This is an optimization exercise on Yosys and OpenROAD, whose aim is small area, not a production implementation. In this exercise RTL edits were held to simulation tests only and were not proved equivalent to the original. Power figures rest on the tool's default switching activity, not on a simulated workload.

==> v16 <==
==> flow/design.v <==
module day3_pack_sequencer #(
    parameter int unsigned NUM_UNITS      = 4,
    parameter int unsigned MAX_PACK       = 128,
    parameter int unsigned RESULT_LATENCY = 8
) (
    input  logic                      clock,
    input  logic                      reset,
    input  logic                      in_valid,
    input  logic [7:0]                in_data,
    input  logic                      in_eof,
    output logic                      in_ready,
    output logic                      init,
    output logic                      stream_en,
    output logic [4*NUM_UNITS-1:0]    next_battery,
    output logic [8*NUM_UNITS-1:0]    battery_pack_size,
    output logic                      batch_done,
    output logic                      finished,
    output logic                      overflow
);
    localparam int unsigned NW = 43;    
    function automatic logic [9:0] dpd_enc(input logic [3:0] d2, input logic [3:0] d1,
                                           input logic [3:0] d0);
        logic a, b, c, d, e, f, g, h, i, j, k, m;
        {a, b, c, d} = d2;
        {e, f, g, h} = d1;
        {i, j, k, m} = d0;
        case ({a, e, i})
            3'b000:  dpd_enc = {b, c, d, f, g, h, 1'b0, j, k, m};
            3'b001:  dpd_enc = {b, c, d, f, g, h, 1'b1, 1'b0, 1'b0, m};
            3'b010:  dpd_enc = {b, c, d, j, k, h, 1'b1, 1'b0, 1'b1, m};
            3'b011:  dpd_enc = {b, c, d, 1'b1, 1'b0, h, 1'b1, 1'b1, 1'b1, m};
            3'b100:  dpd_enc = {j, k, d, f, g, h, 1'b1, 1'b1, 1'b0, m};
            3'b101:  dpd_enc = {f, g, d, 1'b0, 1'b1, h, 1'b1, 1'b1, 1'b1, m};
            3'b110:  dpd_enc = {j, k, d, 1'b0, 1'b0, h, 1'b1, 1'b1, 1'b1, m};
            default: dpd_enc = {1'b0, 1'b0, d, 1'b1, 1'b1, h, 1'b1, 1'b1, 1'b1, m};
        endcase
    endfunction
    function automatic logic [3:0] dpd_dig(input logic [9:0] x, input logic [1:0] sel);
        logic p, q, r, s, t, u, v, w, xx, y;
        logic [3:0] d2, d1, d0;
        {p, q, r, s, t, u, v, w, xx, y} = x;
        if (!v) begin
            d2 = {1'b0, p, q, r}; d1 = {1'b0, s, t, u}; d0 = {1'b0, w, xx, y};
        end else begin
            case ({w, xx})
                2'b00: begin d2 = {1'b0, p, q, r}; d1 = {1'b0, s, t, u}; d0 = {3'b100, y}; end
                2'b01: begin d2 = {1'b0, p, q, r}; d1 = {3'b100, u}; d0 = {1'b0, s, t, y}; end
                2'b10: begin d2 = {3'b100, r}; d1 = {1'b0, s, t, u}; d0 = {1'b0, p, q, y}; end
                default: begin
                    case ({s, t})
                        2'b00: begin d2 = {3'b100, r}; d1 = {3'b100, u}; d0 = {1'b0, p, q, y}; end
                        2'b01: begin d2 = {3'b100, r}; d1 = {1'b0, p, q, u}; d0 = {3'b100, y}; end
                        2'b10: begin d2 = {1'b0, p, q, r}; d1 = {3'b100, u}; d0 = {3'b100, y}; end
                        default: begin d2 = {3'b100, r}; d1 = {3'b100, u}; d0 = {3'b100, y}; end
                    endcase
                end
            endcase
        end
        case (sel)
            2'd0:    dpd_dig = d1;
            2'd1:    dpd_dig = d0;
            default: dpd_dig = d2;
        endcase
    endfunction
    logic       st_fill, st_init, st_stream, st_drain, st_done;
    logic       st_idle;
    logic [2:0] drain_q;
    logic       batch_done_q, eof_q, overflow_q;
    logic [1:0] lane_q;
    logic [5:0] w_q;
    logic [1:0] s_q;
    logic [3:0] pa_q, pb_q;
    logic [2:0][7:0] sz_q;
    logic [NUM_UNITS-1:0][7:0] psz_q;
    logic [NUM_UNITS-1:0][3:0] nb_q;
    logic       take, is_digit, is_nl, full, nz, accept, close, go_init, go_done;
    logic       reading, any_act, drain_end;
    logic [7:0] pos, size_new;
    logic [NUM_UNITS-1:0]      act;
    logic [NUM_UNITS-1:0][9:0] rd_word;
    logic [9:0] wr_word;
    logic [NW-1:0] wsel;
    assign st_idle  = ~(st_fill | st_init | st_stream | st_drain | st_done);
    assign take     = st_fill & in_valid;
    assign is_digit = (in_data[7:4] == 4'h3) && (in_data[3:0] <= 4'd9);
    assign is_nl    = (in_data == 8'h0A);
    assign full     = (w_q == 6'd42) && (s_q == 2'd2);
    assign nz       = (w_q != '0) || (s_q != '0);
    assign accept   = take & is_digit & ~full;
    assign close    = take & (nz | accept) & (is_nl | in_eof);
    assign go_init  = take & ((close & (lane_q == 2'd3)) | (in_eof & ((lane_q != 2'd0) | close)));
    assign go_done  = take & in_eof & (lane_q == 2'd0) & ~close;
    assign pos      = 8'(w_q) * 8'd3 + 8'(s_q);
    assign size_new = pos + 8'(accept);
    assign reading  = st_init | st_stream;
    for (genvar i = 0; i < NUM_UNITS; i++) begin : g_act
        assign act[i] = pos < psz_q[i];
    end
    assign any_act   = |act;
    assign drain_end = st_drain & (drain_q == 3'd7);
    always_comb begin
        case (s_q)
            2'd0:    wr_word = dpd_enc(4'd0, in_data[3:0], 4'd0);
            2'd1:    wr_word = dpd_enc(4'd0, pa_q, in_data[3:0]);
            default: wr_word = dpd_enc(in_data[3:0], pb_q, pa_q);
        endcase
    end
    always_comb begin
        for (int j = 0; j < NW; j++) wsel[j] = (w_q == 6'(j));
    end
    always_ff @(posedge clock or posedge reset) begin
        if (reset) begin
            st_fill      <= 1'b0;
            st_init      <= 1'b0;
            st_stream    <= 1'b0;
            st_drain     <= 1'b0;
            st_done      <= 1'b0;
            batch_done_q <= 1'b0;
            eof_q        <= 1'b0;
            overflow_q   <= 1'b0;
            lane_q       <= '0;
            psz_q        <= '0;
            nb_q         <= '0;
        end else begin
            st_fill      <= st_idle | (st_fill & ~go_init & ~go_done) | (drain_end & ~eof_q);
            st_init      <= go_init;
            st_stream    <= st_init | (st_stream & any_act);
            st_drain     <= (st_stream & ~any_act) | (st_drain & ~drain_end);
            st_done      <= st_done | go_done | (drain_end & eof_q);
            batch_done_q <= st_drain & (drain_q == 3'd6);
            eof_q        <= eof_q | (take & in_eof);
            overflow_q   <= overflow_q | (take & is_digit & full);
            if (close) lane_q <= lane_q + 2'd1;
            if (go_init) begin
                for (int i = 0; i < 3; i++) begin
                    if (2'(i) < lane_q) psz_q[i] <= sz_q[i];
                    else if (2'(i) == lane_q && close) psz_q[i] <= size_new;
                    else psz_q[i] <= '0;
                end
                psz_q[3] <= (lane_q == 2'd3 && close) ? size_new : 8'd0;
            end
            for (int i = 0; i < NUM_UNITS; i++) begin
                nb_q[i] <= (reading && act[i]) ? dpd_dig(rd_word[i], s_q) : 4'd0;
            end
        end
    end
    always_ff @(posedge clock) begin
        drain_q <= st_drain ? drain_q + 3'd1 : 3'd0;
        if (st_fill ? close : ~reading) begin
            w_q <= '0;
            s_q <= '0;
        end else if (st_fill ? accept : 1'b1) begin
            if (s_q == 2'd2) begin
                s_q <= '0;
                w_q <= w_q + 6'd1;
            end else begin
                s_q <= s_q + 2'd1;
            end
        end
        if (accept) begin
            pa_q <= in_data[3:0];
            pb_q <= pa_q;
        end
        for (int i = 0; i < 3; i++) begin
            if (close && lane_q == 2'(i)) sz_q[i] <= size_new;
        end
    end
    for (genvar g = 0; g < NUM_UNITS; g++) begin : g_lane
        logic [9:0] mem_q [NW-1];
        logic [6:0] last_q;
        always_ff @(posedge clock) begin
            for (int j = 0; j < NW - 1; j++) begin
                if (accept && lane_q == 2'(g) && wsel[j]) mem_q[j] <= wr_word;
            end
            if (accept && lane_q == 2'(g) && wsel[NW-1]) last_q <= wr_word[6:0];
        end
        always_comb begin
            rd_word[g] = {3'b000, wsel[NW-1] ? last_q : 7'd0};
            for (int j = 0; j < NW - 1; j++) begin
                if (wsel[j]) rd_word[g] = rd_word[g] | mem_q[j];
            end
        end
    end
    assign in_ready          = st_fill;
    assign init              = st_init;
    assign stream_en         = st_stream;
    assign next_battery      = nb_q;
    assign battery_pack_size = psz_q;
    assign batch_done        = batch_done_q;
    assign finished          = st_done;
    assign overflow          = overflow_q;
endmodule
==> flow/flow/run.sh <==
#!/bin/bash
# Standard ORFS layout (the standard.sh, unchanged synthesis, floorplan, power grid and taps)
# with these layout knobs changed:
#  - port buffers use sky130_fd_sc_hd__buf_1 (every input and output port is still buffered);
#  - clock tree: sinks clustered 25 per leaf buffer within 80 um, no dummy loads, clkbuf_8 for
#    the root and trunk buffers (leaves keep clkbuf_16);
#  - after global routing, ORFS's power recovery (RECOVER_POWER) downsizes gates off the
#    critical paths.
# Each tool's full output is in orfs/logs/...; make's own output is in flow_make.log.
set -euo pipefail
CTS="-sink_clustering_enable -repair_clock_nets -sink_clustering_size 25 -sink_clustering_max_diameter 80 -dont_use_dummy_load -tree_buf sky130_fd_sc_hd__clkbuf_8 -root_buf sky130_fd_sc_hd__clkbuf_8"
bash standard.sh "BUFFER_PORTS_ARGS=-buffer_cell sky130_fd_sc_hd__buf_1" "CTS_ARGS=$CTS" RECOVER_POWER=100 finish > flow_make.log 2>&1
==> flow/standard.sh <==
#!/bin/bash
# synth_recipe.tcl (not shown) runs the flow's synth.tcl, then flattens the netlist and writes it again
# the make line also repeats each setting of config.mk as NAME=value (left out here)
make -C /OpenROAD-flow-scripts/flow DESIGN_CONFIG=/design/flow/config.mk WORK_HOME=/design/flow/orfs CLKGATE_MAP_FILE= SYNTH_SCRIPT=/design/flow/synth_recipe.tcl "${@:-finish}"
==> flow/config.mk <==
export PLATFORM = sky130hd
export DESIGN_NAME = day3_pack_sequencer
export DESIGN_NICKNAME = day3_pack_sequencer
export VERILOG_FILES = /design/flow/design.v
export SDC_FILE = /design/flow/constraint.sdc
export NUM_CORES = 4
export LEC_CHECK = 0
export CAP_MARGIN = 20
export CORE_MARGIN = 2
export CORE_UTILIZATION = 50
export PLACE_DENSITY = 0.65
export SLEW_MARGIN = 20
==> flow/constraint.sdc <==
create_clock -name core_clock -period 6.0 [get_ports {clock}]
set_input_delay 1.2000 -clock core_clock [delete_from_list [all_inputs] [get_ports {clock}]]
set_output_delay 1.2000 -clock core_clock [all_outputs]
set_load 0.01 [all_outputs]
==> inputs of v22, as changes to v16 <==
==> flow/run.sh (new file) <==
#!/bin/bash
# synth_recipe.tcl (not shown) runs the flow's synth.tcl, then flattens the netlist and writes it again
# the make line also repeats each setting of config.mk as NAME=value (left out here)
make -C /OpenROAD-flow-scripts/flow DESIGN_CONFIG=/design/flow/config.mk WORK_HOME=/design/flow/orfs CLKGATE_MAP_FILE= SYNTH_SCRIPT=/design/flow/synth_recipe.tcl finish
removed: flow/flow/run.sh
removed: flow/standard.sh
==> comparison table <==
item	v16	v22
Result of the run	failed layout checks	timing/DRC/antenna clean
Layout check failures	max-capacitance violations, max-slew violations	-
Internal power	16.1 mW	19.7 mW
Crit path arrival time	6.17 ns	5.89 ns
Capture point of the worst reg-to-reg path	g_lane[3].mem_q[20][9]	nb_q[11]
Fin cells	6030	6353
Critical path endpoint	g_lane[3].mem_q[20][9]	nb_q[11]
Sw Pwr	3.91 mW	4.93 mW
Fraction of standard cell area that is sequential	73.0%	68.4%
Post-layout util	53.9%	57.5%
Combinational group share of total power	0.7%	0.6%
Number of placed instances with taps included	5929	6018
Crit share post-route	94.7%	87.6%
Weighted congestion reported at the end of routability-driven placement	1.01	0.987
Signed area change from the synthesized netlist to the final layout	7.49%	14.7%
Summed area of non-filler cells in the final layout	73800 µm²	78800 µm²
Least-Margin Pin Slew	4.31 ns	1.23 ns
Final count of pins violating max slew	749	0
Count of inserted antenna diode cells	15	13
Wire length on met2	113 mm	111 mm

re-timing with driven ports:
The flow's constraints put no driver on any port. The routed layouts listed below were extracted and timed again, unchanged, in two steps. Step 1 assumes that a clkbuf_16 drives the clock port and a buf_2 every other input. Step 2 also shifts input and output timing later by t, the mid clock arrival at the registers, as if the neighbouring blocks saw the same clock. a / b / c = ideal ports / drivers / drivers and shift; a / b = the first two.
run	shift t [ns]	slack for setup (ns)	latest minus earliest clock arrival (ns)	cell pins on the clock port's net
v16	0.928	0.320 / 0.320 / 0.320	0.112 / 0.112	1
v22	0.879	0.746 / 0.746 / 0.746	0.036 / 0.036	1
